From an optimization exercise on the open Yosys and OpenROAD flow, aimed at small area, a short achievable clock period and few clock cycles; shortcuts taken in it are not production practice.
Where RTL was checked, it was by simulation tests only, not by an equivalence proof against the original.
Function not checked in run 5: the RTL went through the layout flow alone.
Power is estimated from default activity; no workload was simulated.

==> flow/design.v (outline; a module is shown in full before it is edited, if it fits) <==
// module accq_add40: 150 lines
// module accq_add32: 120 lines
// module accq_nq_tree: 308 lines
// module accq_top: 372 lines
// module accq_eng: 78 lines
module accq_top (
  input  logic        clk_i,
  input  logic        rst_ni,
  input  logic        cmd_valid_i,
  input  logic [9:0]  cmd_i,
  output logic        cmd_ready_o,
  input  logic        psum_valid_i,
  input  logic [31:0] psum_i,
  output logic        psum_ready_o,
  input  logic        norm_valid_i,
  input  logic [12:0] norm_i,
  output logic        norm_ready_o,
  output logic        out_valid_o,
  output logic [63:0] out_o,
  input  logic        out_ready_i,
  output logic        busy_o
);
  // ...
==> flow/flow/run.sh <==
#!/bin/bash
# Own flow: the standard layout (standard.sh, standard synthesis unchanged) with
#  - port buffers of buf_2 instead of the default delay buffer,
#  - a clock tree without dummy loads, built from clkbuf_8,
#  - a tighter setup repair target.
# make's own output goes to standard_flow.log; ORFS keeps each step's log under orfs/logs.
set -euo pipefail
bash standard.sh \
  "BUFFER_PORTS_ARGS=-buffer_cell sky130_fd_sc_hd__buf_2" \
  "CTS_ARGS=-sink_clustering_enable -repair_clock_nets -dont_use_dummy_load -buf_list sky130_fd_sc_hd__clkbuf_8 -sink_clustering_size 16 -sink_clustering_max_diameter 60" \
  "SETUP_SLACK_MARGIN=6.7" \
  finish > standard_flow.log 2>&1
==> flow/standard.sh <==
#!/bin/bash
# synth_recipe.tcl (not shown) runs the flow's synth.tcl, then flattens the netlist and writes it again
# the make line also repeats each setting of config.mk as NAME=value (left out here)
make -C /OpenROAD-flow-scripts/flow DESIGN_CONFIG=/design/flow/config.mk WORK_HOME=/design/flow/orfs CLKGATE_MAP_FILE= SYNTH_SCRIPT=/design/flow/synth_recipe.tcl "${@:-finish}"
==> flow/config.mk <==
export PLATFORM = sky130hd
export DESIGN_NAME = accq_top
export DESIGN_NICKNAME = accq_top
export VERILOG_FILES = /design/flow/design.v
export SDC_FILE = /design/flow/constraint.sdc
export NUM_CORES = 4
export LEC_CHECK = 0
export ABC_AREA = 0
export CAP_MARGIN = 20
export CORE_MARGIN = 2
export CORE_UTILIZATION = 60
export SLEW_MARGIN = 20
==> flow/constraint.sdc <==
create_clock -name core_clock -period 10.0 [get_ports {clk_i}]
set_input_delay 2.0000 -clock core_clock [delete_from_list [all_inputs] [get_ports {clk_i}]]
set_output_delay 2.0000 -clock core_clock [all_outputs]
set_load 0.01 [all_outputs]
==> results.py, run 1 <==
metrics = {
    "placement": {
        "place_area_um2": 23960,
        "post-place-ws_ns": 5.202,
    },
    "worst_hold_path": {
        "whs_endpoint": "ring[2][4]",
    },
    "floorplanning": {
        "die_y_um": 199.3,
        "die-area_um2": 39720,
    },
    "critical_path": {
        "end_kind": "register",
        "slowest_delay_ns": 0.40,
        "crit_type": "register to register",
        "cpMaxStageDelayCell": "or4_1",
    },
    "clock_network": {
        "cts_buffer_depth": 3,
    },
    "drt": {
        "wl_met3_um": 3880,
        "drc": 0,
        "wl_per_cell_um": 19.86,
    },
    "final_layout": {
        "multi_input_area_share_pct": 45.41,
        "clock_cell_area_share_pct": 2.342,
        "finish.utilization_pct": 67.25,
        "seq_cell_count": 488,
    },
    "synthesis": {
        "post-synth-top-count-cell": "dfxtp_1",
        "muxShareOfSynthArea_pct": 4.647,
        "ys_top_cells_by_count": "dfxtp_1, inv_1, a22oi_1",
    },
    "timing": {
        "slew_headroom_pct": 35.41,
        "setup-tns-final_ns": 0,
    },
    "flow_run": {
        "maxCapViolations": 0,
    },
    "power": {
        "power-per-cell-area_nw_per_um2": 310.9,
    },
    "outcome": {
        "outcome": "finished clean",
    },
}
Testbench counts, summed over its fixed seeds: cycles 13,168.
==> run 2: changes to the inputs <==
--- a/flow/config.mk
+++ b/flow/config.mk
@@ -7,3 +7,3 @@
 export LEC_CHECK = 0
-export ABC_AREA = 0
+export ABC_AREA = 1
 export CAP_MARGIN = 20
==> results.py, run 2 <==
metrics = {
    "floorplanning": {
        "die_y_um": 200.3,
        "num_rows": 71,
        "die-area_um2": 40100,
        "core_um2": 37760,
        "io_pins": 130,
        "start_util_pct": 61.21,
        "die_w_um": 200.3,
    },
    "synthesis": {
        "synth_area_leaders": "dfxtp_1, fa_1, edfxtp_1, nand2_1, xor2_1",
        "postSynthAreaPerCell_um2": 9.514,
        "syn_area_um2": 23110,
        "syn_inst": 2429,
        "synthFlopType": "dfxtp_1",
        "syn_nets": 2725,
        "ys_types": 56,
        "synth_top_area_share_pct": 31.62,
        "async_flop_share_pct": 10.04,
        "synth_edf_count": 74,
        "ys_seq_area_share_pct": 46.57,
        "synth.largest_area_cell": "dfxtp_1",
        "ys_top_cells_by_count": "nand2_1, dfxtp_1, inv_1",
        "post-synth-top-count-cell": "nand2_1",
        "yosysWarnings": 18,
        "yosys_register_bits": 488,
    },
    "global_route": {
        "grt_usage_pct": 27.31,
        "antenna_found_initial": 0,
        "grt_overflow_total": 0,
        "grt_pass1_vias": 16790,
        "grt_max_degree": 68,
        "grt_pass1_wl_um": 87530,
    },
    "power": {
        "p_sw_mw": 2.331,
        "p_sw_share_pct": 38.70,
        "vdd_drop_max_mv": 0.2105,
        "pwr-share-clk_pct": 16.4,
        "p_comb_share_pct": 40.2,
        "internal_power_mw": 3.692,
        "power_frac_seq_pct": 43.5,
        "power-per-cell-area_nw_per_um2": 239.7,
        "p_leak_nw": 11.77,
    },
    "timing": {
        "worst_hold_slack_ns": 0.2975,
        "slew_violations": 0,
        "setup-tns-final_ns": 0,
        "finalCritPeriodShare_pct": 32.32,
        "worst_slew_pin_slew_ns": 0.9751,
        "slew_headroom_pct": 34.92,
        "hold_viol_final": 0,
        "setup_viol": 0,
        "finalClockSkew_ns": 0.08043,
        "fmax_ghz": 0.3094,
        "finalCriticalPeriod_ns": 3.232,
        "rsz0062_at_grt": "yes",
    },
    "clock_network": {
        "numCtsBuffers": 44,
        "cts_hold_buf": 0,
        "h-tree-depth": 2,
        "cts_tree": "yes",
        "insertion_delay_ns": 0.64,
        "clk_pin_slew_ns": 0.09,
        "cts_buffer_depth": 3,
        "clockRootBuffer": "clkbuf_8",
        "clock_sinks": 488,
    },
    "flow_run": {
        "maxCapViolations": 0,
    },
    "critical_path": {
        "crit_type": "register to output pin",
        "start_kind": "register",
        "worst_ep_required_time_ns": 8.00,
        "cp_cell_sequence": "buf_2",
        "slowest_delay_ns": 0.43,
        "end_kind": "output pin",
        "cpMaxStageDelayCell": "edfxtp_1",
        "path_buf_inv": 1,
        "crit_path_max_fanout": 2,
        "cp_top_family": "flip-flops",
        "cp.arrival_ns": 1.23,
    },
    "final_layout": {
        "layout.cells.non_filler": 3070,
        "area_delta_synth_final_pct": 8.749,
        "final_common_cell": "nand2_1",
        "layout.nets": 2856,
        "design_area_um2": 25130,
        "top_regs": "ring (256), out_sh (64), ca_q (39)",
        "num-fill-cells": 3083,
        "largest_reg_flops": 256,
        "regMostFlops": "ring",
        "mostFrequentLayoutCells": "nand2_1, dfxtp_1, inv_1",
        "layout-drive-gt1-share_pct": 11.10,
    },
    "drt": {
        "detail-route-antenna-nets": 0,
        "drc": 0,
        "vias_per_cell": 5.473,
        "wirelength_um": 54180,
        "wl_per_cell_um": 17.65,
        "firstDrtPassIters": 7,
        "num_vias": 16800,
        "initialDrtViolationCount": 1280,
    },
    "placement": {
        "place_area_um2": 24180,
        "hpwlAfterDp_um": 39130,
        "gp_congestion": 0.8791,
        "io_buffers": 129,
        "dpl.cell_count": 3002,
    },
    "worst_hold_path": {
        "min_path_type": "register to register",
    },
    "outcome": {
        "outcome": "finished clean",
    },
}
[run 2: changes by cell type after synthesis, moves of 60 or more]
cell	delta
nand2_1	+312
inv_1	+177
o22ai_1	+131
a22oi_1	-123
nor2_1	+95
xnor2_1	-66
xor2_1	+63
nand3_1	+60
[run 2: area by class of cell]
cell class | count | area, um2 | share of cell area (%)
tap | 511 | 639.4 | 2.544
multi-input combinational | 1485 | 10730 | 42.69
sequential | 488 | 10770 | 42.84
timing repair inverter | 2 | 15.01 | 0.05974
clock buffer | 44 | 605.6 | 2.410
inverter | 379 | 1445 | 5.750
antenna | 1 | 2.502 | 0.009957
timing repair buffer | 160 | 929.6 | 3.699
[run 2: timing repair]
action / CTS / global route
gates cloned: 1 / 1
pin swaps: 1 / 7
buffers inserted: 2 / 19
gates resized for setup: 9 / 32
setup endpoints to repair: 37 / 47
[run 2: final timing paths]
| kind | start | endpoint | slack, ns | cells past startpoint |
|---|---|---|---|---|
| worst max register to register | ring[7][24] | ring[6][24] | 6.83 | 9 |
| min in group asynchronous | rst_ni | lap_cnt[2] | 1.47 | 2 |
| worst max-delay path | out_sh[50] | out_o[50] | 6.77 | 1 |
| worst min register to register | ring[4][4] | ring[3][4] | 0.30 | 0 |
| max in group asynchronous | rst_ni | ptr[2] | 8.00 | 2 |
| worst min-delay path | ring[4][4] | ring[3][4] | 0.30 | 0 |
[run 2: worst register-to-register path, delay by kind of cell (launching register included)]
family,cells,cell delay (ns)
AND/OR/NAND/NOR,1,0.08
XOR/XNOR,1,0.13
buffers and inverters,2,0.41
adder cells (fa/ha/maj),3,1.53
AO/OA/AOI/OAI,2,0.40
flip-flops,1,0.46
[run 2: metal layers]
layer,vias up,wire length (um),global-route usage (%)
li1,8015,-,-
met1,7966,22800,36.23
met2,688,25340,44.99
met3,132,4048,4.621
met4,0,1992,10.66
met5,-,0,0
[run 2: logic make-up after synthesis]
family	share of synthesized area [%]
DFF	46.57
xor gates and xnor gates	6.860
adders and majority gates	16.72
AOI/OAI and AO/OA	9.876
buffers and inverters	7.537
and+or+nand+nor	12.20
muxes	0.2382
[run 2: power by group through the flow]
stage | sequential [mW] | combinational [mW] | clock [mW]
6_report | 2.62 | 2.42 | 0.985
4_1_cts | 2.62 | 2.37 | 1.02
3_3_place_gp | 2.65 | 2.29 | 0
2_1_floorplan | 2.61 | 1.62 | 0
3_5_place_dp | 2.66 | 2.34 | 0
5_1_grt | 2.66 | 2.73 | 1.09
[run 2: per-stage QoR]
step	total power, mW	util [%]	worst slack (ns)
after floorplan	4.230	-	6.824
after global placement	4.931	63.96	5.964
after detailed placement	4.995	64.04	5.897
after CTS	6.010	65.80	6.689
after global routing	6.484	66.56	6.607
final	6.023	66.57	6.768
==> run 3: changes to the inputs <==
--- a/flow/config.mk
+++ b/flow/config.mk
@@ -8,5 +8,5 @@
 export ABC_AREA = 1
-export CAP_MARGIN = 20
+export CAP_MARGIN = 10
 export CORE_MARGIN = 2
 export CORE_UTILIZATION = 60
-export SLEW_MARGIN = 20
+export SLEW_MARGIN = 10
==> results.py, run 3 <==
metrics = {
    "synthesis": {
        "synthFlopType": "dfxtp_1",
        "syn_area_um2": 23110,
        "syn_inst": 2429,
        "postSynthAreaPerCell_um2": 9.514,
        "ys_types": 56,
        "post-synth-top-count-cell": "nand2_1",
        "synth_area_leaders": "dfxtp_1, fa_1, edfxtp_1, nand2_1, xor2_1",
        "yosys_register_bits": 488,
        "synth_edf_count": 74,
        "yosysWarnings": 18,
        "ys_seq_area_share_pct": 46.57,
        "synth.largest_area_cell": "dfxtp_1",
        "async_flop_share_pct": 10.04,
        "syn_nets": 2725,
        "synth_top_area_share_pct": 31.62,
        "ys_top_cells_by_count": "nand2_1, dfxtp_1, inv_1",
    },
    "final_layout": {
        "regMostFlops": "ring",
        "area_delta_synth_final_pct": 9.513,
        "layout.nets": 2867,
        "largest_reg_flops": 256,
        "multi_input_area_um2": 10760,
        "num-fill-cells": 3058,
        "design_area_um2": 25310,
        "mostFrequentLayoutCells": "nand2_1, dfxtp_1, inv_1",
        "final_common_cell": "nand2_1",
        "layout-drive-gt1-share_pct": 11.68,
        "top_regs": "ring (256), out_sh (64), ca_q (39)",
        "final-seq-area_um2": 10770,
    },
    "outcome": {
        "outcome": "finished clean",
    },
    "critical_path": {
        "cp_cell_sequence": "buf_2",
        "worst_ep_required_time_ns": 8.00,
        "start_kind": "register",
        "slowest_delay_ns": 0.43,
        "crit_type": "register to output pin",
        "end_kind": "output pin",
        "reg2reg_setup_slack_ns": 6.84,
        "cpMaxStageDelayCell": "edfxtp_1",
        "cp_top_family": "flip-flops",
        "crit_path_max_fanout": 2,
        "path_buf_inv": 1,
        "cp.arrival_ns": 1.24,
    },
    "power": {
        "power-per-cell-area_nw_per_um2": 239.6,
        "p_leak_nw": 11.82,
        "vdd_drop_max_mv": 0.2164,
    },
    "clock_network": {
        "h-tree-depth": 2,
        "clockRootBuffer": "clkbuf_8",
        "cts_tree": "yes",
        "clk_pin_slew_ns": 0.09,
        "insertion_delay_ns": 0.64,
        "clock_sinks": 488,
        "cts_buffer_depth": 3,
        "numCtsBuffers": 44,
        "cts_hold_buf": 0,
    },
    "placement": {
        "io_buffers": 129,
        "hpwlAfterDp_um": 38840,
        "place_area_um2": 24150,
        "post-place-ws_ns": 5.922,
        "gp_congestion": 0.8791,
    },
    "global_route": {
        "grt_pass1_vias": 16800,
        "antenna_found_initial": 1,
        "grt_max_degree": 68,
        "grt_pass1_wl_um": 88480,
        "grt_usage_pct": 27.76,
        "grt_overflow_total": 0,
    },
    "drt": {
        "num_vias": 16910,
        "detail-route-antenna-nets": 0,
        "vias_per_cell": 5.487,
        "wl_per_cell_um": 18.06,
        "initialDrtViolationCount": 1380,
        "firstDrtPassIters": 7,
        "drc": 0,
        "wirelength_um": 55660,
    },
    "floorplanning": {
        "die_w_um": 200.3,
        "start_util_pct": 61.21,
        "io_pins": 130,
        "die_y_um": 200.3,
        "num_rows": 71,
        "core_um2": 37760,
        "die-area_um2": 40100,
    },
    "timing": {
        "rsz0062_at_grt": "yes",
        "finalCritPeriodShare_pct": 32.39,
        "hold_viol_final": 0,
        "slew_violations": 0,
        "finalClockSkew_ns": 0.06799,
        "worst_slew_pin_slew_ns": 0.9774,
        "slew_headroom_pct": 34.77,
        "finalCriticalPeriod_ns": 3.239,
        "setup_viol": 0,
        "fin_ws_ns": 6.761,
        "setup-tns-final_ns": 0,
        "fmax_ghz": 0.3087,
    },
    "flow_run": {
        "maxCapViolations": 0,
    },
    "worst_hold_path": {
        "min_path_type": "register to register",
    },
}
run 3: cell counts after synthesis:
Identical to the previous run, type by type.
run 3: path summary, 6_finish.rpt:
check / start / endpoint / depth (start not counted)
max: out_sh[50] / out_o[50] / 1
min: ring[4][15] / ring[3][15] / 0
max reg2reg: ring[6][5] / ring[5][17] / 18
min reg2reg: ring[4][15] / ring[3][15] / 0
max in group asynchronous: rst_ni / nq_idx[2] / 2
min in group asynchronous: rst_ni / lap_cnt[2] / 2
run 3: what timing repair did:
action,in CTS,in global routing
gates cloned,4,3
setup buffers,2,27
endpoints found under the setup margin,37,55
pin swaps,1,10
gates resized for setup,16,39
run 3: final cells by class:
cell class,instances,area share (%)
Inverter,379,5.755
Sequential cell,488,42.54
Timing Repair Buffer,166,4.059
Antenna cell,1,0.009888
Multi-Input combinational cell,1485,42.51
Tap cell,511,2.526
Timing Repair inverter,7,0.2076
Clock buffer,44,2.393
run 3: layer usage:
metal / share of wire [%] / track usage [%] / vias to the layer above / routed length (um)
met5: 0 / 0 / - / 0
met4: 3.9 / 11.06 / 0 / 2182
met3: 7.6 / 5.418 / 156 / 4256
met2: 47 / 45.42 / 683 / 25940
met1: 42 / 36.54 / 8009 / 23280
li1: - / - / 8057 / -
run 3: logic make-up (layout without fill, tap and decap cells):
logic type	count (synthesis)	count (layout)	synth area share (%)
xor+xnor	181	181	6.860
flops	488	488	46.57
compound gates	385	385	9.876
simple gates	679	679	12.20
other cells	0	1	0
mux	5	5	0.2382
buf+inv	456	596	7.537
fa+ha+maj	235	235	16.72
run 3: per-stage QoR:
stage	std cells	hold WS (ns)	power (mW)	utilization, %
6_report	3081	0.2920	6.063	67.03
5_1_grt	3080	0.2923	6.529	67.03
4_1_cts	3050	0.2954	6.017	65.86
3_5_place_dp	3000	0.3121	4.993	63.96
3_3_place_gp	3000	0.3096	4.931	63.96
2_1_floorplan	2429	0.3096	4.230	-
run 3: where the power goes:
| group | leakage (nW) | internal [mW] | switching [mW] |
|---|---|---|---|
| combinational | 7.25 | 0.918 | 1.53 |
| sequential | 4.25 | 2.40 | 0.225 |
| clock | 0.316 | 0.392 | 0.598 |
| total | 11.8 | 3.71 | 2.36 |
==> run 4: changes to the inputs <==
==> flow/run.sh (new file) <==
#!/bin/bash
# synth_recipe.tcl (not shown) runs the flow's synth.tcl, then flattens the netlist and writes it again
# the make line also repeats each setting of config.mk as NAME=value (left out here)
make -C /OpenROAD-flow-scripts/flow DESIGN_CONFIG=/design/flow/config.mk WORK_HOME=/design/flow/orfs CLKGATE_MAP_FILE= SYNTH_SCRIPT=/design/flow/synth_recipe.tcl finish
--- a/flow/config.mk
+++ b/flow/config.mk
@@ -8,5 +8,9 @@
 export ABC_AREA = 1
-export CAP_MARGIN = 10
+export CAP_MARGIN = 20
 export CORE_MARGIN = 2
 export CORE_UTILIZATION = 60
-export SLEW_MARGIN = 10
+export CTS_BUF_LIST = sky130_fd_sc_hd__clkbuf_8
+export CTS_CLUSTER_DIAMETER = 60
+export CTS_CLUSTER_SIZE = 16
+export SETUP_SLACK_MARGIN = 5
+export SLEW_MARGIN = 20
removed: flow/flow/run.sh
removed: flow/standard.sh
==> results.py, run 4 <==
metrics = {
    "clock_network": {
        "numCtsBuffers": 42,
        "cts_buffer_depth": 3,
        "cts_hold_buf": 0,
        "ctsResizeCount": 0,
        "cts_tree": "yes",
        "clockRootBuffer": "clkbuf_8",
        "postCtsSetupRepairBufs": 0,
        "h-tree-depth": 2,
        "insertion_delay_ns": 0.65,
        "clock_sinks": 488,
        "clk_pin_slew_ns": 0.10,
    },
    "power": {
        "power_frac_seq_pct": 42.0,
        "p_sw_mw": 2.401,
        "internal_power_mw": 3.834,
        "vdd_drop_max_mv": 0.1431,
        "pwr-share-clk_pct": 18.9,
        "p_comb_share_pct": 39.1,
        "p_sw_share_pct": 38.51,
        "power-per-cell-area_nw_per_um2": 242.5,
        "p_leak_nw": 11.85,
    },
    "floorplanning": {
        "num_rows": 71,
        "start_util_pct": 61.21,
        "core_um2": 37760,
        "die-area_um2": 40100,
        "die_w_um": 200.3,
        "die_y_um": 200.3,
        "io_pins": 130,
    },
    "critical_path": {
        "end_kind": "register",
        "start_kind": "input pin",
        "reg2regPathDepth": 8,
        "crit_type": "input pin to register",
        "cp.arrival_ns": 4.29,
        "worst_ep_required_time_ns": 10.56,
        "crit_path_max_fanout": 52,
    },
    "synthesis": {
        "synth_top_area_share_pct": 31.62,
        "syn_area_um2": 23110,
        "syn_inst": 2429,
        "synth_area_leaders": "dfxtp_1, fa_1, edfxtp_1, nand2_1, xor2_1",
        "yosys_register_bits": 488,
        "ys_seq_area_share_pct": 46.57,
        "ys_types": 56,
        "synthFlopType": "dfxtp_1",
        "async_flop_share_pct": 10.04,
        "yosysWarnings": 18,
        "ys_top_cells_by_count": "nand2_1, dfxtp_1, inv_1",
        "synth.largest_area_cell": "dfxtp_1",
        "post-synth-top-count-cell": "nand2_1",
        "synth_edf_count": 74,
        "postSynthAreaPerCell_um2": 9.514,
        "syn_nets": 2725,
    },
    "timing": {
        "setup_viol": 0,
        "rsz0062_at_grt": "no",
        "finalCriticalPeriod_ns": 3.735,
        "slew_violations": 0,
        "slew_headroom_pct": 36.75,
        "finalClockSkew_ns": 0.04193,
        "hold_viol_final": 0,
        "setup-tns-final_ns": 0,
        "finalCritPeriodShare_pct": 37.35,
        "fmax_ghz": 0.2677,
        "worst_slew_pin_slew_ns": 0.9478,
        "worst_hold_slack_ns": 0.3206,
    },
    "global_route": {
        "antenna_found_initial": 0,
        "grt_max_degree": 68,
        "grt_usage_pct": 27.63,
        "grt_pass1_wl_um": 88670,
        "grtUsageMet1_pct": 36.04,
        "use_met2_pct": 46.02,
        "grt-busiest-layer": "met2",
        "grt_overflow_total": 0,
        "grt_pass1_vias": 17080,
        "use_met3_pct": 5.011,
    },
    "flow_run": {
        "maxCapViolations": 0,
    },
    "final_layout": {
        "diodes": 0,
        "regMostFlops": "ring",
        "mostFrequentLayoutCells": "nand2_1, dfxtp_1, inv_1",
        "top_regs": "ring (256), out_sh (64), ca_q (39)",
        "largest_reg_flops": 256,
        "final_common_cell": "nand2_1",
        "area_delta_synth_final_pct": 11.28,
        "layout.nets": 2833,
        "layout-drive-gt1-share_pct": 4.914,
    },
    "drt": {
        "num_vias": 16750,
        "wirelength_um": 54270,
        "drc": 0,
        "initialDrtViolationCount": 1170,
        "detail-route-antenna-nets": 0,
        "firstDrtPassIters": 6,
        "vias_per_cell": 5.447,
        "wl_per_cell_um": 17.65,
    },
    "placement": {
        "io_buffers": 129,
        "hpwlAfterDp_um": 39360,
        "gp_congestion": 0.8917,
    },
    "outcome": {
        "outcome": "finished clean",
    },
    "worst_hold_path": {
        "min_path_cells": 0,
        "min_path_type": "register to register",
    },
}
[run 4: cell types whose count changed in the layout (fill, tap and decap cells not counted), moves of 8 or more]
cell             previous run  this run
buf_12                      8         0
buf_4                      28         9
buf_2                     129         1
clkinvlp_4                 14         2
inv_1                     335       349
clkdlybuf4s50_1             0       128
[run 4: layout make-up]
type	count	area, um2
flip-flops and latches	488	10760
fillers	3069	12040
inverters	379	1423
clock inverters	29	275.3
multi-input cells	1485	10610
well taps	511	639.4
clock buffers	42	578.1
repair buffers	141	1424
[run 4: final timing paths]
| kind | startpoint | to | slack, ns |
|---|---|---|---|
| min in group asynchronous | rst_ni | lap_cnt[2] | 1.47 |
| hold / removal | ring[1][5] | ring[0][5] | 0.32 |
| setup / recovery | psum_valid_i | zero_pend | 6.26 |
| hold reg to reg | ring[1][5] | ring[0][5] | 0.32 |
| setup reg to reg | b_neg_q[0] | ring[6][24] | 6.39 |
| max in group asynchronous | rst_ni | sa_v | 8.04 |
[run 4: per-stage QoR]
| stage | cells | power, mW | area (um2) | worst slack (ns) | util, % |
|---|---|---|---|---|---|
| floorplan | 2429 | 4.229 | 23110 | 6.674 | - |
| global placement | 3001 | 4.986 | 24790 | 5.699 | 65.67 |
| detailed placement | 3002 | 5.066 | 24820 | 5.622 | 65.74 |
| CTS | 3073 | 6.256 | 25670 | 6.254 | 68.00 |
| global route | 3075 | 6.679 | 25720 | 6.118 | 68.11 |
| finish | 3075 | 6.236 | 25720 | 6.265 | 68.11 |
[run 4: power by group through the flow]
| stage | registers, mW | logic, mW | clock network [mW] |
|---|---|---|---|
| 2_1_floorplan | 2.61 | 1.62 | 0 |
| 3_3_place_gp | 2.65 | 2.34 | 0 |
| 3_5_place_dp | 2.66 | 2.41 | 0 |
| 4_1_cts | 2.62 | 2.42 | 1.22 |
| 5_1_grt | 2.66 | 2.74 | 1.29 |
| 6_report | 2.62 | 2.44 | 1.18 |
[run 4: cell families (layout without fill, tap and decap cells)]
kind of cell,Yosys count,count (layout),share of synthesized area [%]
AO/OA/AOI/OAI,385,385,9.876
XOR/XNOR,181,181,6.860
adder cells (fa/ha/maj),235,235,16.72
buffers and inverters,456,591,7.537
flip-flops,488,488,46.57
multiplexers,5,5,0.2382
AND/OR/NAND/NOR,679,679,12.20
[run 4: worst max-delay path, cell delays in order]
cell,delay [ns]
clkdlybuf4s50_1,0.41
nand2_2,0.06
buf_4,0.53
inv_2,0.31
nand3_1,0.17
nand2_1,0.09
o21ai_2,0.32
inv_1,0.14
nand3_1,0.11
nand2_1,0.05
o21ai_0,0.07
[run 4: routing by layer]
layer | share of wire [%] | vias to the layer above | routed length (um)
met1 | 42 | 8006 | 22770
met2 | 48 | 613 | 25920
met3 | 7.0 | 116 | 3784
li1 | - | 8013 | -
met5 | 0 | - | 0
met4 | 3.3 | 0 | 1796
==> module accq_top, before the edit <==
module accq_top (
  input  logic        clk_i,
  input  logic        rst_ni,
  input  logic        cmd_valid_i,
  input  logic [9:0]  cmd_i,
  output logic        cmd_ready_o,
  input  logic        psum_valid_i,
  input  logic [31:0] psum_i,
  output logic        psum_ready_o,
  input  logic        norm_valid_i,
  input  logic [12:0] norm_i,
  output logic        norm_ready_o,
  output logic        out_valid_o,
  output logic [63:0] out_o,
  input  logic        out_ready_i,
  output logic        busy_o
);
  localparam logic [1:0] OP_CLEAR = 2'd0;
  localparam logic [1:0] OP_ACCUM = 2'd1;
  localparam logic [1:0] OP_NQ    = 2'd2;
  localparam logic [1:0] OP_SO    = 2'd3;
  logic [31:0] ring [8];
  logic [2:0]  hp;
  logic [2:0]  pr_q;    
  logic [2:0]  nr_q;    
  logic        q0_v;
  logic [1:0]  q0_op;
  logic [7:0]  q0_len;
  logic        cmd_ready_q;
  logic [7:0]  rem;             
  logic [2:0]  ptr;             
  logic        add_after_nq;    
  logic        nq_since_add;    
  logic        nq_act;
  logic [2:0]  nq_idx;
  logic        so_after, clear_after;
  logic        tail_eng;        
  logic [3:0]  lap_cnt;         
  logic        all_zero;        
  logic        zero_pend;       
  logic        wb_started;      
  logic        fresh;           
  logic        so_busy, so_cap;
  logic        out_valid_q;
  logic [63:0] out_sh;
  logic        busy_q;
  logic        psum_ready_q, norm_ready_q;
  logic [31:0] psum_q;
  logic        sa_v, sb_v, sc_v;
  logic        sb_last_so, sc_last_so;
  logic [3:0]  b_one_q, b_two_q, b_neg_q;   
  logic        b_s7_q;
  logic [4:0]  ka_q, kb_q;
  logic [2:0]  kc_q;
  logic [7:0]  sa_hi_q;
  logic [39:0] ca_q;
  logic [31:0] head, sum;
  logic [39:0] tree_s, tree_c;
  logic [39:0] pb;
  logic [7:0]  q;
  logic [7:0]  hbyte;
  logic        cap;
  assign head = ring[0];
  accq_add32 u_add32 (.a(head), .b(psum_q), .y(sum));
  accq_nq_tree u_tree (.a(ring[7]), .one(b_one_q), .two(b_two_q), .neg(b_neg_q), .s7(b_s7_q),
                       .sum_o(tree_s), .carry_o(tree_c));
  accq_add40 u_add40 (.a({sa_hi_q, ring[6]}), .b(ca_q), .y(pb));
  logic [1:0]  cs;
  logic [15:0] qb;
  logic [39:0] neb;
  logic        hi_ok;
  always_comb begin
    cs = kb_q[4:3];
    case (cs)
      2'd0:    qb = pb[15:0];
      2'd1:    qb = pb[23:8];
      2'd2:    qb = pb[31:16];
      default: qb = pb[39:24];
    endcase
    neb   = pb ^ {40{pb[39]}};
    hi_ok = (cs == 2'd3) ||
            ((neb[38:32] == 7'd0) && ((cs == 2'd2) ||
             ((neb[31:24] == 8'd0) && ((cs == 2'd1) || (neb[23:16] == 8'd0)))));
  end
  logic [15:0] qc;
  logic        sgn_c, hi_ok_c;
  logic [11:0] x3;
  logic [9:0]  x4;
  logic [7:0]  win;
  logic [8:0]  ne, ge;
  logic        ovf;
  always_comb begin
    qc      = ring[5][15:0];
    sgn_c   = ring[5][16];
    hi_ok_c = ring[5][17];
    x3  = kc_q[2] ? qc[15:4] : qc[11:0];
    x4  = kc_q[1] ? x3[11:2] : x3[9:0];
    win = kc_q[0] ? x4[8:1]  : x4[7:0];
    ne  = qc[15:7] ^ {9{sgn_c}};
    for (int j = 0; j < 9; j++) ge[j] = (4'(j) >= {1'b0, kc_q});
    ovf = !hi_ok_c || |(ne & ge);
    q   = ovf ? (sgn_c ? 8'h80 : 8'h7f) : win;
  end
  assign hbyte = ring[0][7:0];
  always_ff @(posedge clk_i) begin
    for (int m = 0; m < 4; m++) ring[m] <= ring[m+1];
    if (lap_busy || (sc_v && clear_after)) ring[4] <= 32'd0;
    else if (sc_v)                      ring[4] <= {{24{q[7]}}, q};
    else                                ring[4] <= ring[5];
    ring[5] <= {ring[6][31:18], sb_v ? {hi_ok, pb[39], qb} : ring[6][17:0]};
    ring[6] <= sa_v ? tree_s[31:0] : ring[7];
    ring[7] <= sum;   
    sa_hi_q <= tree_s[39:32];
    ca_q    <= tree_c;
    kb_q    <= ka_q;
    kc_q    <= kb_q[2:0];
    psum_q  <= psum_hs ? psum_i : 32'd0;
    ka_q    <= norm_i[4:0];
    if (sc_v || cap) out_sh <= {(sc_v ? q : hbyte), out_sh[63:8]};
  end
  logic        psum_hs, norm_hs, cmd_hs;
  logic [7:0]  rem_n;
  logic [2:0]  ptr_n, nq_idx_n, hp_n;
  logic        nq_act_n, add_after_nq_n, nq_since_add_n, so_after_n, clear_after_n, tail_eng_n;
  logic [3:0]  lap_cnt_n;
  logic        all_zero_n, zero_pend_n, wb_started_n, lap_busy, lap_early;
  logic        fresh_n, so_busy_n, so_cap_n, out_valid_n;
  logic        q0_v_n;
  logic [1:0]  q0_op_n;
  logic [7:0]  q0_len_n;
  logic        disp, fold;
  logic        pipe_busy;
  assign psum_hs   = psum_valid_i & psum_ready_q;
  assign norm_hs   = norm_valid_i & norm_ready_q;
  assign cmd_hs    = cmd_valid_i & cmd_ready_q;
  assign cap       = so_busy & (so_cap | (hp == 3'd0));
  assign hp_n      = hp + 3'd1;
  assign pipe_busy = sa_v | sb_v | sc_v;
  assign lap_busy  = (lap_cnt != 4'd0);
  assign lap_early = (lap_cnt > 4'd5);
  logic [7:0] e_rem    [4];
  logic [2:0] e_ptr    [4];
  logic [2:0] e_nq_idx [4];
  logic       e_nq_act [4];
  logic       e_aan    [4];
  logic       e_disp   [4];
  logic       e_prdy   [4];
  logic       e_rz     [4];
  logic       e_r1     [4];
  logic       e_rlt8   [4];
  logic       e_rlt9   [4];
  logic [2:0] e_pr     [4];
  logic [2:0] e_nr     [4];
  logic [7:0] rem_dec;
  logic       rz_q, r1_q, rlt8_q, rlt9_q;
  assign rem_dec = rem - 8'd1;
  logic       e_nrdy   [4];
  for (genvar g = 0; g < 4; g++) begin : g_eng
    accq_eng u_eng (
      .ph_i(g[1]), .nh_i(g[0]),
      .rem_i(rem), .rem_dec_i(rem_dec), .rz_i(rz_q), .r1_i(r1_q), .rlt8_i(rlt8_q), .rlt9_i(rlt9_q),
      .ptr_i(ptr), .nq_idx_i(nq_idx), .nq_act_i(nq_act),
      .add_after_nq_i(add_after_nq), .nq_since_add_i(nq_since_add),
      .q0_v_i(q0_v), .q0_op_i(q0_op), .q0_len_i(q0_len), .so_busy_i(so_busy),
      .acc_hold_i(lap_early), .nq_hold_i(lap_busy),
      .pipe_busy_i(pipe_busy), .out_valid_i(out_valid_q), .hp_i(hp), .pr_i(pr_q), .nr_i(nr_q),
      .rem_o(e_rem[g]), .rz_o(e_rz[g]), .r1_o(e_r1[g]), .rlt8_o(e_rlt8[g]), .rlt9_o(e_rlt9[g]),
      .ptr_o(e_ptr[g]), .pr_o(e_pr[g]), .nq_idx_o(e_nq_idx[g]), .nr_o(e_nr[g]), .nq_act_o(e_nq_act[g]),
      .aan_o(e_aan[g]), .disp_acc_o(e_disp[g]), .psum_rdy_o(e_prdy[g]), .norm_rdy_o(e_nrdy[g])
    );
  end
  logic [1:0] hsel;
  logic       psum_ready_n, norm_ready_n;
  assign hsel         = {psum_hs, norm_hs};
  assign psum_ready_n = e_prdy[hsel];
  assign norm_ready_n = e_nrdy[hsel];
  always_comb begin
    rem_n          = e_rem[hsel];
    ptr_n          = e_ptr[hsel];
    nq_idx_n       = e_nq_idx[hsel];
    nq_act_n       = e_nq_act[hsel];
    add_after_nq_n = e_aan[hsel];
    nq_since_add_n = nq_since_add;
    so_after_n     = so_after;
    clear_after_n  = clear_after;
    tail_eng_n     = tail_eng;
    lap_cnt_n      = lap_busy ? lap_cnt - 4'd1 : 4'd0;
    all_zero_n     = all_zero | ((lap_cnt == 4'd1) & zero_pend);
    zero_pend_n    = zero_pend;
    wb_started_n   = wb_started | sc_v;
    fresh_n        = fresh;
    so_busy_n      = so_busy;
    so_cap_n       = so_cap;
    out_valid_n    = out_valid_q & ~out_ready_i;
    q0_v_n         = q0_v;
    q0_op_n        = q0_op;
    q0_len_n       = q0_len;
    if (sc_v && sc_last_so) out_valid_n = 1'b1;
    if (cap) begin
      so_cap_n = (hp != 3'd7);
      if (hp == 3'd7) begin
        so_busy_n   = 1'b0;
        out_valid_n = 1'b1;
        fresh_n     = 1'b1;
      end
    end
    disp = 1'b0;
    if (q0_v && !so_busy) begin
      case (q0_op)
        OP_ACCUM: disp = e_disp[hsel];
        OP_NQ:    disp = !lap_busy && !nq_act && !pipe_busy && !out_valid_q;
        OP_SO:    disp = !lap_busy && rz_q && !nq_act && !pipe_busy && !out_valid_q;
        default:  disp = rz_q && !nq_act && !pipe_busy && (!lap_busy || zero_pend);
      endcase
    end
    if (disp) begin
      q0_v_n = 1'b0;
      case (q0_op)
        OP_ACCUM: begin
          nq_since_add_n = 1'b0;
          if (q0_len != 8'd0) begin
            fresh_n     = 1'b0;
            all_zero_n  = 1'b0;
            zero_pend_n = 1'b0;
          end
          tail_eng_n = 1'b0;
        end
        OP_NQ: begin
          so_after_n     = 1'b0;
          clear_after_n  = 1'b0;
          nq_since_add_n = 1'b1;
          fresh_n        = 1'b1;
          tail_eng_n     = 1'b1;
          wb_started_n   = 1'b0;
        end
        OP_SO: begin
          if (fresh) out_valid_n = 1'b1;
          else begin
            so_busy_n = 1'b1;
            so_cap_n  = 1'b0;
          end
          tail_eng_n = 1'b0;
        end
        default: begin
          if (!all_zero && !lap_busy) begin
            lap_cnt_n   = 4'd8;
            zero_pend_n = 1'b1;
            fresh_n   = 1'b0;
          end
          tail_eng_n = 1'b0;
        end
      endcase
    end
    fold = 1'b0;
    if (cmd_hs) begin
      if (tail_eng && nq_act && !(norm_ready_q && nq_idx == 3'd7) &&
          cmd_i[9:8] == OP_SO && !so_after && !clear_after) fold = 1'b1;
      if (tail_eng && !wb_started && !sc_v && cmd_i[9:8] == OP_CLEAR) fold = 1'b1;
      if (fold) begin
        if (cmd_i[9:8] == OP_SO) so_after_n = 1'b1;
        else begin
          clear_after_n = 1'b1;
          fresh_n       = 1'b0;
        end
      end else begin
        q0_v_n     = 1'b1;
        q0_op_n    = cmd_i[9:8];
        q0_len_n   = cmd_i[7:0];
        tail_eng_n = 1'b0;
      end
    end
  end
  logic [7:0] s_eff;
  logic [9:0] by;
  logic [3:0] bd_one, bd_two, bd_neg;
  logic       bd_s7;
  always_comb begin
    s_eff = norm_i[12:5];
    by    = {1'b0, s_eff, 1'b0};
    for (int i = 0; i < 4; i++) begin
      bd_one[i] = by[2*i+1] ^ by[2*i];
      bd_two[i] = (by[2*i+2] & ~by[2*i+1] & ~by[2*i]) | (~by[2*i+2] & by[2*i+1] & by[2*i]);
      bd_neg[i] = by[2*i+2];
    end
    bd_s7 = s_eff[7];
  end
  logic busy_n;
  assign busy_n = q0_v_n || !e_rz[hsel] || nq_act_n || norm_hs || pipe_busy ||
                  so_busy_n || out_valid_n || (lap_cnt_n != 4'd0);
  always_ff @(posedge clk_i or negedge rst_ni) begin
    if (!rst_ni) begin
      hp           <= '0;
      pr_q         <= '0;
      nr_q         <= '0;
      rz_q         <= 1'b1;
      r1_q         <= 1'b0;
      rlt8_q       <= 1'b1;
      rlt9_q       <= 1'b1;
      q0_v         <= 1'b0;
      cmd_ready_q  <= 1'b0;
      rem          <= '0;
      ptr          <= '0;
      add_after_nq <= 1'b0;
      nq_since_add <= 1'b0;
      nq_act       <= 1'b0;
      nq_idx       <= '0;
      tail_eng     <= 1'b0;
      lap_cnt      <= 4'd8;
      all_zero     <= 1'b0;
      zero_pend    <= 1'b1;
      wb_started   <= 1'b0;
      fresh        <= 1'b0;
      so_busy      <= 1'b0;
      out_valid_q  <= 1'b0;
      busy_q       <= 1'b0;
      psum_ready_q <= 1'b0;
      norm_ready_q <= 1'b0;
      sa_v         <= 1'b0;
      sb_v         <= 1'b0;
      sc_v         <= 1'b0;
    end else begin
      hp           <= hp_n;
      pr_q         <= e_pr[hsel];
      nr_q         <= e_nr[hsel];
      rz_q         <= e_rz[hsel];
      r1_q         <= e_r1[hsel];
      rlt8_q       <= e_rlt8[hsel];
      rlt9_q       <= e_rlt9[hsel];
      q0_v         <= q0_v_n;
      cmd_ready_q  <= ~q0_v_n;
      rem          <= rem_n;
      ptr          <= ptr_n;
      add_after_nq <= add_after_nq_n;
      nq_since_add <= nq_since_add_n;
      nq_act       <= nq_act_n;
      nq_idx       <= nq_idx_n;
      tail_eng     <= tail_eng_n;
      lap_cnt      <= lap_cnt_n;
      all_zero     <= all_zero_n;
      zero_pend    <= zero_pend_n;
      wb_started   <= wb_started_n;
      fresh        <= fresh_n;
      so_busy      <= so_busy_n;
      out_valid_q  <= out_valid_n;
      busy_q       <= busy_n;
      psum_ready_q <= psum_ready_n;
      norm_ready_q <= norm_ready_n;
      sa_v         <= norm_hs;
      sb_v         <= sa_v;
      sc_v         <= sb_v;
    end
  end
  always_ff @(posedge clk_i) begin
    q0_op        <= q0_op_n;
    q0_len       <= q0_len_n;
    so_after     <= so_after_n;
    clear_after  <= clear_after_n;
    so_cap       <= so_cap_n;
    b_one_q      <= bd_one;
    b_two_q      <= bd_two;
    b_neg_q      <= bd_neg;
    b_s7_q       <= bd_s7;
    sb_last_so   <= sa_v && (hp == 3'd0) && so_after;
    sc_last_so   <= sb_last_so;
  end
  assign cmd_ready_o  = cmd_ready_q;
  assign psum_ready_o = psum_ready_q;
  assign norm_ready_o = norm_ready_q;
  assign out_valid_o  = out_valid_q;
  assign out_o        = out_sh;
  assign busy_o       = busy_q;
endmodule
==> module accq_eng, before the edit <==
module accq_eng (
  input  logic       ph_i,
  input  logic       nh_i,
  input  logic [7:0] rem_i,
  input  logic [7:0] rem_dec_i,      
  input  logic       rz_i,           
  input  logic       r1_i,           
  input  logic       rlt8_i,         
  input  logic       rlt9_i,         
  input  logic [2:0] ptr_i,
  input  logic [2:0] nq_idx_i,
  input  logic       nq_act_i,
  input  logic       add_after_nq_i,
  input  logic       nq_since_add_i,
  input  logic       q0_v_i,
  input  logic [1:0] q0_op_i,
  input  logic [7:0] q0_len_i,
  input  logic       so_busy_i,
  input  logic       acc_hold_i,     
  input  logic       nq_hold_i,      
  input  logic       pipe_busy_i,
  input  logic       out_valid_i,
  input  logic [2:0] hp_i,
  input  logic [2:0] pr_i,       
  input  logic [2:0] nr_i,       
  output logic [7:0] rem_o,
  output logic       rz_o,
  output logic       r1_o,
  output logic       rlt8_o,
  output logic       rlt9_o,
  output logic [2:0] ptr_o,
  output logic [2:0] pr_o,       
  output logic [2:0] nq_idx_o,
  output logic [2:0] nr_o,       
  output logic       nq_act_o,
  output logic       aan_o,
  output logic       disp_acc_o,
  output logic       psum_rdy_o,
  output logic       norm_rdy_o
);
  logic       zero, lt8;
  logic [2:0] lo, dd;
  always_comb begin
    rem_o      = ph_i ? rem_dec_i : rem_i;
    zero       = ph_i ? r1_i : rz_i;
    lt8        = ph_i ? rlt9_i : rlt8_i;
    lo         = rem_o[2:0];
    ptr_o      = ptr_i + {2'd0, ph_i};
    pr_o       = pr_i + {2'd0, ph_i} - 3'd1;
    nq_idx_o   = nq_idx_i + {2'd0, nh_i};
    nr_o       = nr_i + {2'd0, nh_i} - 3'd1;
    nq_act_o   = nq_act_i & ~(nh_i & (nq_idx_i == 3'd7));
    aan_o      = add_after_nq_i & nq_act_o;
    disp_acc_o = q0_v_i && !so_busy_i && !acc_hold_i && (q0_op_i == 2'd1) && zero;
    if (disp_acc_o) begin
      rem_o = q0_len_i;
      zero  = (q0_len_i == 8'd0);
      lt8   = (q0_len_i[7:3] == 5'd0);
      lo    = q0_len_i[2:0];
      aan_o = nq_act_o;
      if (nq_since_add_i) begin
        ptr_o = 3'd0;
        pr_o  = ~hp_i;
      end
    end
    if (q0_v_i && !so_busy_i && !nq_hold_i && (q0_op_i == 2'd2) && !nq_act_i && !pipe_busy_i && !out_valid_i)
      nq_act_o = 1'b1;
    rz_o   = (rem_o == 8'd0);
    r1_o   = (rem_o == 8'd1);
    rlt8_o = (rem_o[7:3] == 5'd0);
    rlt9_o = (rem_o[7:3] == 5'd0) || (rem_o == 8'd8);
    dd     = 3'd0 - pr_o;
    psum_rdy_o = !zero && (pr_o == 3'd1) &&
                 (!aan_o || !nq_act_o || (ptr_o < nq_idx_o));
    norm_rdy_o = nq_act_o && (nr_o == 3'd0) &&
                 (aan_o || zero || (lt8 && (dd >= lo)));
  end
endmodule
==> run 5: changes to the inputs <==
--- a/flow/design.v
+++ b/flow/design.v
@@ -655,3 +655,3 @@
   logic        cmd_ready_q;
-  logic [7:0]  rem;             
+  logic [8:0]  rem;             
   logic [2:0]  ptr;             
@@ -747,3 +747,3 @@
   logic        psum_hs, norm_hs, cmd_hs;
-  logic [7:0]  rem_n;
+  logic [8:0]  rem_n;
   logic [2:0]  ptr_n, nq_idx_n, hp_n;
@@ -766,3 +766,3 @@
   assign lap_early = (lap_cnt > 4'd5);
-  logic [7:0] e_rem    [4];
+  logic [8:0] e_rem    [4];
   logic [2:0] e_ptr    [4];
@@ -779,5 +779,8 @@
   logic [2:0] e_nr     [4];
-  logic [7:0] rem_dec;
+  logic [8:0] rem_dec;
   logic       rz_q, r1_q, rlt8_q, rlt9_q;
-  assign rem_dec = rem - 8'd1;
+  assign rem_dec = rem - 9'd1;
+  logic [8:0] rem_add, rem_dec_add;    
+  assign rem_add     = rem + {1'b0, q0_len};
+  assign rem_dec_add = rem_dec + {1'b0, q0_len};
   logic       e_nrdy   [4];
@@ -786,3 +789,3 @@
       .ph_i(g[1]), .nh_i(g[0]),
-      .rem_i(rem), .rem_dec_i(rem_dec), .rz_i(rz_q), .r1_i(r1_q), .rlt8_i(rlt8_q), .rlt9_i(rlt9_q),
+      .rem_i(rem), .rem_dec_i(rem_dec), .rem_add_i(rem_add), .rem_dec_add_i(rem_dec_add), .rz_i(rz_q), .r1_i(r1_q), .rlt8_i(rlt8_q), .rlt9_i(rlt9_q),
       .ptr_i(ptr), .nq_idx_i(nq_idx), .nq_act_i(nq_act),
@@ -1001,4 +1004,6 @@
   input  logic       nh_i,
-  input  logic [7:0] rem_i,
-  input  logic [7:0] rem_dec_i,      
+  input  logic [8:0] rem_i,
+  input  logic [8:0] rem_dec_i,      
+  input  logic [8:0] rem_add_i,      
+  input  logic [8:0] rem_dec_add_i,  
   input  logic       rz_i,           
@@ -1023,3 +1028,3 @@
   input  logic [2:0] nr_i,       
-  output logic [7:0] rem_o,
+  output logic [8:0] rem_o,
   output logic       rz_o,
@@ -1051,13 +1056,18 @@
     aan_o      = add_after_nq_i & nq_act_o;
-    disp_acc_o = q0_v_i && !so_busy_i && !acc_hold_i && (q0_op_i == 2'd1) && zero;
+    disp_acc_o = q0_v_i && !so_busy_i && !acc_hold_i && (q0_op_i == 2'd1) &&
+                 (zero || (!nq_since_add_i && !rem_i[8]));
     if (disp_acc_o) begin
-      rem_o = q0_len_i;
-      zero  = (q0_len_i == 8'd0);
-      lt8   = (q0_len_i[7:3] == 5'd0);
-      lo    = q0_len_i[2:0];
-      aan_o = nq_act_o;
-      if (nq_since_add_i) begin
-        ptr_o = 3'd0;
-        pr_o  = ~hp_i;
+      if (zero) begin
+        rem_o = {1'b0, q0_len_i};
+        aan_o = nq_act_o;
+        if (nq_since_add_i) begin
+          ptr_o = 3'd0;
+          pr_o  = ~hp_i;
+        end
+      end else begin
+        rem_o = ph_i ? rem_dec_add_i : rem_add_i;
       end
+      zero = (rem_o == 9'd0);
+      lt8  = (rem_o[8:3] == 6'd0);
+      lo   = rem_o[2:0];
     end
@@ -1065,6 +1075,6 @@
       nq_act_o = 1'b1;
-    rz_o   = (rem_o == 8'd0);
-    r1_o   = (rem_o == 8'd1);
-    rlt8_o = (rem_o[7:3] == 5'd0);
-    rlt9_o = (rem_o[7:3] == 5'd0) || (rem_o == 8'd8);
+    rz_o   = (rem_o == 9'd0);
+    r1_o   = (rem_o == 9'd1);
+    rlt8_o = (rem_o[8:3] == 6'd0);
+    rlt9_o = (rem_o[8:3] == 6'd0) || (rem_o == 9'd8);
     dd     = 3'd0 - pr_o;
==> flow/flow/run.sh (new file) <==
#!/bin/bash
# Own flow: the standard layout (standard.sh, standard synthesis unchanged) with
#  - port buffers of buf_2 instead of the default delay buffer,
#  - a clock tree without dummy loads, built from clkbuf_8,
#  - a tighter setup repair target.
# make's own output goes to standard_flow.log; ORFS keeps each step's log under orfs/logs.
set -euo pipefail
bash standard.sh \
  "BUFFER_PORTS_ARGS=-buffer_cell sky130_fd_sc_hd__buf_2" \
  "CTS_ARGS=-sink_clustering_enable -repair_clock_nets -dont_use_dummy_load -buf_list sky130_fd_sc_hd__clkbuf_8 -sink_clustering_size 16 -sink_clustering_max_diameter 60" \
  "SETUP_SLACK_MARGIN=6.7" \
  finish > standard_flow.log 2>&1
==> flow/standard.sh (new file) <==
#!/bin/bash
# synth_recipe.tcl (not shown) runs the flow's synth.tcl, then flattens the netlist and writes it again
# the make line also repeats each setting of config.mk as NAME=value (left out here)
make -C /OpenROAD-flow-scripts/flow DESIGN_CONFIG=/design/flow/config.mk WORK_HOME=/design/flow/orfs CLKGATE_MAP_FILE= SYNTH_SCRIPT=/design/flow/synth_recipe.tcl "${@:-finish}"
--- a/flow/config.mk
+++ b/flow/config.mk
@@ -11,6 +11,2 @@
 export CORE_UTILIZATION = 60
-export CTS_BUF_LIST = sky130_fd_sc_hd__clkbuf_8
-export CTS_CLUSTER_DIAMETER = 60
-export CTS_CLUSTER_SIZE = 16
-export SETUP_SLACK_MARGIN = 5
 export SLEW_MARGIN = 20
removed: flow/run.sh
==> results.py, run 5 <==
metrics = {
    "outcome": {
        "outcome": "finished clean",
    },
    "timing": {
        "rsz0062_at_grt": "yes",
        "hold_viol_final": 0,
        "finalCritPeriodShare_pct": 35.08,
        "finalClockSkew_ns": 0.05093,
        "finalCriticalPeriod_ns": 3.508,
        "setup_viol": 0,
        "setup-tns-final_ns": 0,
        "slew_violations": 0,
        "fmax_ghz": 0.2851,
        "worst_slew_pin_slew_ns": 0.9901,
        "fin_ws_ns": 6.492,
        "slew_headroom_pct": 33.39,
        "worst_hold_slack_ns": 0.3086,
    },
    "power": {
        "power-per-cell-area_nw_per_um2": 259.8,
        "vdd_drop_max_mv": 0.1948,
        "p_leak_nw": 12.35,
        "p_comb_share_pct": 45.7,
        "internal_power_mw": 4.000,
        "p_sw_mw": 2.838,
        "finalPower_mw": 6.839,
        "power_frac_seq_pct": 39.9,
        "p_sw_share_pct": 41.50,
        "pwr-share-clk_pct": 14.4,
    },
    "synthesis": {
        "synth_edf_count": 74,
        "ys_types": 64,
        "synthFlopType": "dfxtp_1",
        "postSynthAreaPerCell_um2": 9.311,
        "syn_inst": 2581,
        "synth_area_leaders": "dfxtp_1, fa_1, edfxtp_1, ha_1, nand2_1",
        "yosysWarnings": 18,
        "async_flop_share_pct": 10.22,
        "syn_area_um2": 24030,
        "ys_seq_area_share_pct": 44.89,
        "yosys_register_bits": 489,
        "post-synth-top-count-cell": "nand2_1",
        "syn_nets": 2895,
        "synth_top_area_share_pct": 30.41,
        "ys_top_cells_by_count": "nand2_1, inv_1, dfxtp_1",
        "synth.largest_area_cell": "dfxtp_1",
    },
    "clock_network": {
        "cts_hold_buf": 0,
        "cts_buffer_depth": 3,
        "numCtsBuffers": 42,
        "h-tree-depth": 2,
        "insertion_delay_ns": 0.63,
        "cts_tree": "yes",
        "clockRootBuffer": "clkbuf_8",
        "clock_sinks": 489,
        "clk_pin_slew_ns": 0.09,
    },
    "drt": {
        "firstDrtPassIters": 7,
        "top_layer": "met4",
        "wl_met1_um": 25470,
        "wirelength_um": 60470,
        "vias_per_cell": 5.588,
        "wl_per_cell_um": 18.70,
        "initialDrtViolationCount": 1180,
        "wl_met3_um": 3637,
        "drc": 0,
        "num_vias": 18070,
        "route.met2.wl_um": 29270,
        "detail-route-antenna-nets": 0,
    },
    "placement": {
        "gp_congestion": 0.9245,
        "post-place-ws_ns": 5.645,
        "io_buffers": 129,
        "hpwlAfterDp_um": 43830,
        "place_area_um2": 25160,
        "dpl.cell_count": 3168,
    },
    "global_route": {
        "grt_pass1_vias": 18130,
        "grt_overflow_total": 0,
        "grt_usage_pct": 29.06,
        "grt_pass1_wl_um": 94940,
        "antenna_found_initial": 0,
        "grt_max_degree": 67,
    },
    "floorplanning": {
        "core_um2": 39640,
        "num_rows": 73,
        "start_util_pct": 60.62,
        "die_y_um": 204.1,
        "die-area_um2": 41670,
        "die_w_um": 204.1,
        "io_pins": 130,
    },
    "critical_path": {
        "cp_cell_sequence": "ha_1, a21o_1, nand3_1, a21oi_1, a211oi_2, nand2_4, nand2_2, nand2_2, inv_2, o21a_1, fa_2, or4_4, nor3_4, nand3_1, o41ai_2, nand2_1, a21oi_1",
        "crit_type": "register to register",
        "r2r_start": "ring[6][9]",
        "slowest_delay_ns": 0.58,
        "crit_path_max_fanout": 4,
        "reg2reg_to": "ring[5][17]",
        "reg2regPathDepth": 17,
        "worst_ep_required_time_ns": 10.55,
        "cp.arrival_ns": 4.06,
        "cpMaxStageDelayCell": "or4_4",
        "start_kind": "register",
        "reg2reg_setup_slack_ns": 6.49,
        "end_kind": "register",
    },
    "final_layout": {
        "finish.utilization_pct": 66.41,
        "layout.nets": 3024,
        "final_common_cell": "nand2_1",
        "layout-drive-gt1-share_pct": 12.33,
        "top_regs": "ring (256), out_sh (64), ca_q (39)",
        "design_area_um2": 26330,
        "diodes": 0,
        "largest_reg_flops": 256,
        "mostFrequentLayoutCells": "nand2_1, inv_1, dfxtp_1",
        "regMostFlops": "ring",
        "area_delta_synth_final_pct": 9.554,
        "layout.cells.non_filler": 3233,
    },
    "worst_hold_path": {
        "min_path_type": "register to register",
        "hp-start": "sb_last_so",
        "min_path_cells": 0,
        "whs_endpoint": "sc_last_so",
    },
    "flow_run": {
        "maxCapViolations": 0,
    },
}
-- run 5: cell count changes in the layout (fill, tap and decap cells not counted), sizes merged, moves of 5 or more --
cell / before / now
buf: 13 / 160
nand2: 401 / 423
nand4: 15 / 23
mux2i: 1 / 6
clkdlybuf4s50: 128 / 0
inv: 365 / 382
a21oi: 87 / 95
ha: 112 / 128
o21ai: 111 / 147
-- run 5: area by class of cell --
type / instances / area (um2)
Timing Repair inverter: 3 / 22.52
Clock buffer: 42 / 578.1
Timing Repair Buffer: 161 / 1008
Multi-Input combinational cell: 1594 / 11660
Sequential cell: 489 / 10800
Tap cell: 525 / 656.9
Fill cell: 3261 / 13310
Inverter: 419 / 1602
-- run 5: how the worst max path moves through the flow --
stage | from | to | slack (ns) | depth (start not counted)
global placement | psum_valid_i | busy_q | 5.73 | 12
CTS | ring[6][0] | ring[5][17] | 6.41 | 22
global route | ring[6][0] | ring[5][17] | 6.43 | 22
finish | ring[6][9] | ring[5][17] | 6.49 | 17
floorplan | ca_q[0] | ring[5][17] | 6.71 | 22
detailed placement | psum_valid_i | busy_q | 5.65 | 12
-- run 5: cells by family (layout without fill, tap and decap cells) --
group           count (synthesis)  count (layout)  synth area share (%)
simple gates                  713             713                 12.43
fa+ha+maj                     253             253                 17.08
mux                             9               9                0.3905
xor+xnor                      179             179                 6.524
buf+inv                       498             625                 7.904
flops                         489             489                 44.89
compound gates                440             440                 10.78
-- run 5: metal layers --
metal / vias up / track usage (%)
li1: 8553 / -
met1: 8715 / 37.82
met2: 642 / 48.78
met3: 156 / 4.177
met4: 0 / 12.09
met5: - / 0
-- run 5: power groups by stage --
| stage | Combinational (mW) | Clock [mW] | Sequential (mW) |
|---|---|---|---|
| 2_1_floorplan | 1.99 | 0 | 2.70 |
| 3_3_place_gp | 2.79 | 0 | 2.75 |
| 3_5_place_dp | 2.87 | 0 | 2.75 |
| 4_1_cts | 2.97 | 1.01 | 2.72 |
| 5_1_grt | 3.49 | 1.08 | 2.77 |
| 6_report | 3.12 | 0.986 | 2.73 |
-- run 5: worst max-delay path: cells and delay by family, from the launching register on --
family / cells / cell delay (ns)
AND/OR/NAND/NOR: 8 / 1.28
buffers and inverters: 1 / 0.08
AO/OA/AOI/OAI: 6 / 0.92
flip-flops: 1 / 0.34
adder cells (fa/ha/maj): 2 / 0.85
-- run 5: what timing repair did --
item	in CTS	in global routing
buffers inserted	7	12
gates resized for setup	43	61
endpoints found under the setup margin	78	47
pin swaps	12	23
gates cloned	2	2

## separate check: timing with driven ports
The results above use ideal ports. As a check the final layouts listed here were re-extracted and re-timed, cells and wires unchanged. Step 1, drivers: a clkbuf_16 drives clk_i and a buf_2 each remaining input, both assumed. Step 2 times the ports against the registers' clock, not the clock port: input delays grow and output delays shrink by t, the midpoint of the rising clock arrivals with the driver on. Three values: no drivers, after step 1, after step 2; two values: the first two.
run	t, ns	setup slack, ns	worst data-port slew with drivers (ns)
run 1	0.659	5.934 / 5.934 / 5.934	0.07
run 2	0.653	6.768 / 6.716 / 6.226	0.06
run 3	0.662	6.761 / 6.707 / 6.358	0.06
run 4	0.676	6.265 / 6.257 / 5.618	0.04
run 5	0.658	6.492 / 6.492 / 6.141	0.06
After both steps setup and hold are still met in every run listed. For run 4, which loses most, drivers alone change the setup slack by -0.008 ns; drivers and shift together by -0.647 ns.
